Source: an optimization exercise on an open RTL-to-GDS flow (aim: small area). Production flows keep margins and buffers that such runs may drop. The RTL was checked by simulation tests, not by an equivalence proof against the original design. No driver is modelled on the clock port, so clocking that relies on it looks cheaper here than on a real chip. Power and IR drop assume default switching activity.

== v43 ==
==> flow/design.v <==
package screen_pkg;
	typedef logic [8-1:0] coord_x_t;
	typedef logic [7-1:0] coord_y_t;
	typedef logic [3-1:0] colour_t;
	typedef struct packed {
		coord_x_t x;
		coord_y_t y;
		colour_t colour;
	} pixel_t;
endpackage
package game_pkg;
	typedef logic [$clog2(5)-1:0] lane_t;
	typedef logic [$clog2(10)-1:0] slot_index_t;
	typedef enum logic [1:0] {
		heading_down,
		heading_left,
		heading_up,
		heading_right
	} heading_t;
	typedef struct packed {
		logic occupied;
		heading_t heading;
		logic [8-1:0] x;
		logic [7-1:0] y;
	} block_t;
	typedef enum logic [2:0] {
		state_idle,  
		state_armed,  
		state_capture,
		state_load,
		state_draw,
		state_hold,
		state_erase,
		state_step
	} game_state_t;
endpackage
module block_game_top (
	input logic clock,
	input logic reset,
	input logic go,
	input logic [1:0] heading,
	output logic plot,
	output logic [17:0] pixel  
);
	localparam logic [2:0] Q0 = 3'b001;
	localparam logic [2:0] Q4 = 3'b100;
	function automatic logic [2:0] q_inc(logic [2:0] q);
		q_inc = {q[1], q[0], ~(q[2] & q[1])};
	endfunction
	function automatic logic [2:0] q_rev(logic [2:0] q);
		q_rev = {q[0], q[1], q[2]};
	endfunction
	function automatic logic [2:0] q_index(logic [2:0] q);
		case (q)
			3'b001: q_index = 3'd0;
			3'b011: q_index = 3'd1;
			3'b111: q_index = 3'd2;
			3'b110: q_index = 3'd3;
			default: q_index = 3'd4;
		endcase
	endfunction
	function automatic logic [2:0] q_code(logic [2:0] i);
		case (i)
			3'd0: q_code = 3'b001;
			3'd1: q_code = 3'b011;
			3'd2: q_code = 3'b111;
			3'd3: q_code = 3'b110;
			default: q_code = 3'b100;
		endcase
	endfunction
	function automatic logic [2:0] mod5(logic [3:0] v);
		mod5 = 3'(v % 4'd5);
	endfunction
	function automatic logic [2:0] block_lane(logic first, logic [2:0] w, logic [2:0] t);
		if (first)
			case (t)
				3'd0: block_lane = mod5({1'b0, w} + 4'd4);
				3'd1: block_lane = (w == 3'd2) ? 3'd4 : mod5({1'b0, w} + 4'd1);
				3'd2: block_lane = mod5({1'b0, w} + 4'd3);
				3'd3: block_lane = mod5({1'b0, w} + 4'd2);
				default: block_lane = mod5({1'b0, w} + 4'd4);
			endcase
		else
			block_lane = (w == 3'd1) ? 3'd0 : w;
	endfunction
	function automatic logic [7:0] lane_x(logic [2:0] q);
		case (q)
			3'b001: lane_x = 8'd27;
			3'b011: lane_x = 8'd48;
			3'b111: lane_x = 8'd69;
			3'b110: lane_x = 8'd90;
			default: lane_x = 8'd111;
		endcase
	endfunction
	function automatic logic [6:0] lane_y(logic [2:0] q);
		case (q)
			3'b001: lane_y = 7'd7;
			3'b011: lane_y = 7'd28;
			3'b111: lane_y = 7'd49;
			3'b110: lane_y = 7'd70;
			default: lane_y = 7'd91;
		endcase
	endfunction
	logic busy;  
	logic ph;  
	logic [4:0] col;
	logic [4:0] row;  
	logic sh;
	logic [2:0] sl;  
	logic nh;
	logic [2:0] nl;  
	logic sat;  
	logic steady;  
	logic [4:0][1:0] headings;  
	logic [2:0] count;  
	logic pre;
	logic [2:0] si;
	logic [2:0] ni;
	logic gt;
	logic live;
	logic [2:0] p;
	logic [1:0] e;
	logic [2:0] lane;
	logic [2:0] mv;
	logic [2:0] xl;
	logic [2:0] yl;
	assign pre = nh && nl == Q4 && !sat;
	assign si = q_index(sl);
	assign ni = q_index(nl);
	assign gt = si > ni;
	assign live = sat ? !(nh ^ sh ^ gt) : (!sh && !gt);
	assign p = q_code(mod5({1'b0, ni} + 4'd5 - {1'b0, si}));  
	assign e = headings[q_index(p)];
	assign lane = q_code(block_lane(!steady && !sh, q_index(count), si));
	assign mv = e[0] ? q_rev(p) : p;
	assign xl = e[1] ? mv : lane;
	assign yl = e[1] ? lane : mv;
	logic row_end;
	logic slot_done;
	logic gap_end;
	logic capture;
	assign row_end = col[4] && col[1] && col[0];
	assign slot_done = !live || (row_end && row[4] && row[1] && row[0]);
	assign gap_end = ph ? col[2] : (row[1] && row[0] && col[2] && col[0]);
	assign capture = !busy && ph && col[1] && !col[0];
	always_ff @(posedge clock)
	begin
		if (!reset)
			busy <= 1'b0;
		else if (busy ? (slot_done && sh && sl == Q4) : gap_end)
			busy <= !busy;
	end
	always_ff @(posedge clock)
	begin
		if (!reset)
			ph <= 1'b0;
		else if (pre && !ph)
			ph <= go;
		else if (!busy && gap_end)
			ph <= !ph;
	end
	always_ff @(posedge clock)
	begin
		if (!reset || (pre && (!ph || (go && !col[1]))))
		begin
			col <= 5'd1;
			row <= 5'd0;
		end
		else if (busy ? slot_done : gap_end)
		begin
			col <= '0;
			row <= '0;
			sh <= busy && (sh || sl == Q4);
			sl <= busy ? q_inc(sl) : Q0;
		end
		else if (row_end)
		begin
			col <= '0;
			row <= row + 1'b1;
		end
		else
			col <= col + 1'b1;
	end
	always_ff @(posedge clock)
	begin
		if (!reset)
		begin
			count <= Q0;
			nh <= 1'b1;
			nl <= Q4;
			sat <= 1'b0;
			steady <= 1'b0;
		end
		else
		begin
			if (pre || (busy && slot_done))
				count <= q_inc(count);
			if (capture)
			begin
				nh <= nh ^ (nl == Q4);
				nl <= q_inc(nl);
				if (!nh && nl == 3'b110)
					sat <= 1'b1;
				if (sat && nh && nl == Q4)
					steady <= 1'b1;
			end
		end
	end
	always_ff @(posedge clock)
	begin
		if (capture)
			headings <= {headings[3:0], heading[0], heading[0] ^ heading[1]};
	end
	assign plot = busy && live;
	assign pixel[17:10] = lane_x(xl) + {3'd0, col};
	assign pixel[9:3] = lane_y(yl) + {2'd0, row};
	assign pixel[2:0] = ph ? 3'd0 : 3'd4;
endmodule
export LEC_CHECK = 0
export ABC_AREA = 1
export CAP_MARGIN = 20
export CORE_MARGIN = 2
export CORE_UTILIZATION = 70
export SLEW_MARGIN = 20
create_clock -name core_clock -period 10.0 [get_ports {clock}]
standard.sh (not shown) runs the stock make flow with config.mk's settings and CLKGATE_MAP_FILE= SYNTH_SCRIPT=/design/flow/synth_recipe.tcl, a recipe that flattens the netlist after the stock synthesis.
==> flow/flow/run.sh <==
#!/bin/bash
# Layout flow: the standard flow (standard.sh) with two changes:
#  - synthesis is the standard flow's script with ORFS's synth.tcl changed in one place: combinational logic
#    is mapped with the area-oriented ABC script flow/area.abc, and ORFS's full/half-adder
#    extraction is skipped (ADDER_MAP_FILE empty), so ABC sees all of the logic. Registers are
#    mapped before ABC exactly as in the standard synthesis.
#  - ports are buffered with buf_1.
#  - the clock tree is built by flow/clock_tree.tcl, run as ORFS's PRE_CTS_TCL hook: the clock
#    port drives one clkbuf_1, which drives four clkbuf_4, each driving a quarter of the
#    registers. TritonCTS is then given only the clock port's net (-clk_nets clock), which now
#    has a single sink, so it adds nothing; the rest of ORFS's CTS step (legalisation, timing
#    repair) runs as usual.
# Each tool's output is in the ORFS logs under orfs/logs; make's own output is in flow.log.
set -euo pipefail
W=$(pwd)
export CLOCK_ROOT_BUF=sky130_fd_sc_hd__clkbuf_1 CLOCK_BUF=sky130_fd_sc_hd__clkbuf_4 CLOCK_GROUPS=4
sed -e "s#^source \$::env(SCRIPTS_DIR)/synth.tcl#source $W/area_synth.tcl#" synth_recipe.tcl > area_synth_recipe.tcl
grep -q "area_synth.tcl" area_synth_recipe.tcl
sed -e "s#^source \$::env(SCRIPTS_DIR)/synth_preamble.tcl#&\nset abc_args [list -script $W/flow/area.abc {*}\$lib_args {*}\$lib_dont_use_args]#" "$FLOW_HOME/scripts/synth.tcl" > area_synth.tcl
grep -q "area.abc" area_synth.tcl
bash standard.sh SYNTH_SCRIPT=$W/area_synth_recipe.tcl ADDER_MAP_FILE= "BUFFER_PORTS_ARGS=-buffer_cell sky130_fd_sc_hd__buf_1" \
  PRE_CTS_TCL=$W/flow/clock_tree.tcl "CTS_ARGS=-clk_nets clock" finish > flow.log 2>&1
==> flow/flow/area.abc <==
strash; dch -f; amap; topo
Other scripts of this flow, unchanged in this note and not shown: flow/flow/clock_tree.tcl
> inputs changed (v43 -> v49)
--- a/flow/flow/run.sh
+++ b/flow/flow/run.sh
@@ -1,4 +1,4 @@
 #!/bin/bash
-# Layout flow: the standard flow (standard.sh) with two changes:
+# Layout flow: the standard flow (standard.sh) with these changes:
 #  - synthesis is the standard flow's script with ORFS's synth.tcl changed in one place: combinational logic
 #    is mapped with the area-oriented ABC script flow/area.abc, and ORFS's full/half-adder
Findings:
Re count of cells along the worst register-to-register path: no difference whatsoever between v49 and v43.
As far as worst-case setup margin in the final layout goes, v43 and v49 are indistinguishable; the numbers are identical.
v49 completed end to end with timing, DRC and antenna clean.
From v43 to v49 the numbers moved as follows: total power ~0 delta, clock-pin slew on the worst setup and hold paths ~0 delta.
--- input diff v49..v8 ---
Settings: putting DIE_AREA at 0 0 60 60 where nothing was set; clearing CORE_UTILIZATION, which used to be 70; clearing CORE_MARGIN, which used to be 2; putting CORE_AREA at 2 2 58 58 where nothing was set.
--- a/flow/flow/run.sh
+++ b/flow/flow/run.sh
@@ -2,5 +2,6 @@
 # Layout flow: the standard flow (standard.sh) with these changes:
 #  - synthesis is the standard flow's script with ORFS's synth.tcl changed in one place: combinational logic
-#    is mapped with the area-oriented ABC script flow/area.abc, and ORFS's full/half-adder
+#    is mapped with the area-oriented ABC script flow/area.abc (30 s of deepsyn, then area
+#    mapping), and ORFS's full/half-adder
 #    extraction is skipped (ADDER_MAP_FILE empty), so ABC sees all of the logic. Registers are
 #    mapped before ABC exactly as in the standard synthesis.
==> flow/flow/area.abc <==
strash; &get -n; &deepsyn -T 30; &put; dch -f; amap; topo
Results
- From v49 to v8 the numbers moved as follows: post-detailed-route wirelength per cell saw a decrease, hold slack saw a decrease, worst setup slack before clock tree synthesis saw an increase.

[separate check: timing with driven ports]
Ports are ideal in the flow. The routed layouts listed here were re-timed in OpenROAD. Step 1: set_driving_cell puts a clkbuf_16 on clock and a buf_2 on each other input, an assumption about the parent block. Step 2 moves the port delays by t, midway between the first and last clock arrival at a register: inputs arrive t later, outputs are due t later. That takes back most of the time a late clock gives input paths. a / b / c = ideal ports / drivers / drivers and shift; a / b = the first two.
run | shift t [ns] | slack for setup (ns) | hold WS [ns] | latest minus earliest clock arrival (ns) | cell pins on the clock port's net
v43 | 0.430 | 1.282 / 1.259 / 1.689 | 0.470 / 0.470 / 0.470 | 0.011 / 0.010 | 1
v49 | 0.430 | 1.282 / 1.259 / 1.689 | 0.470 / 0.470 / 0.470 | 0.011 / 0.010 | 1
v8 | 0.444 | 2.057 / 2.034 / 2.477 | 0.422 / 0.422 / 0.422 | 0.017 / 0.017 | 1
After both steps setup and hold are still met in every run listed.
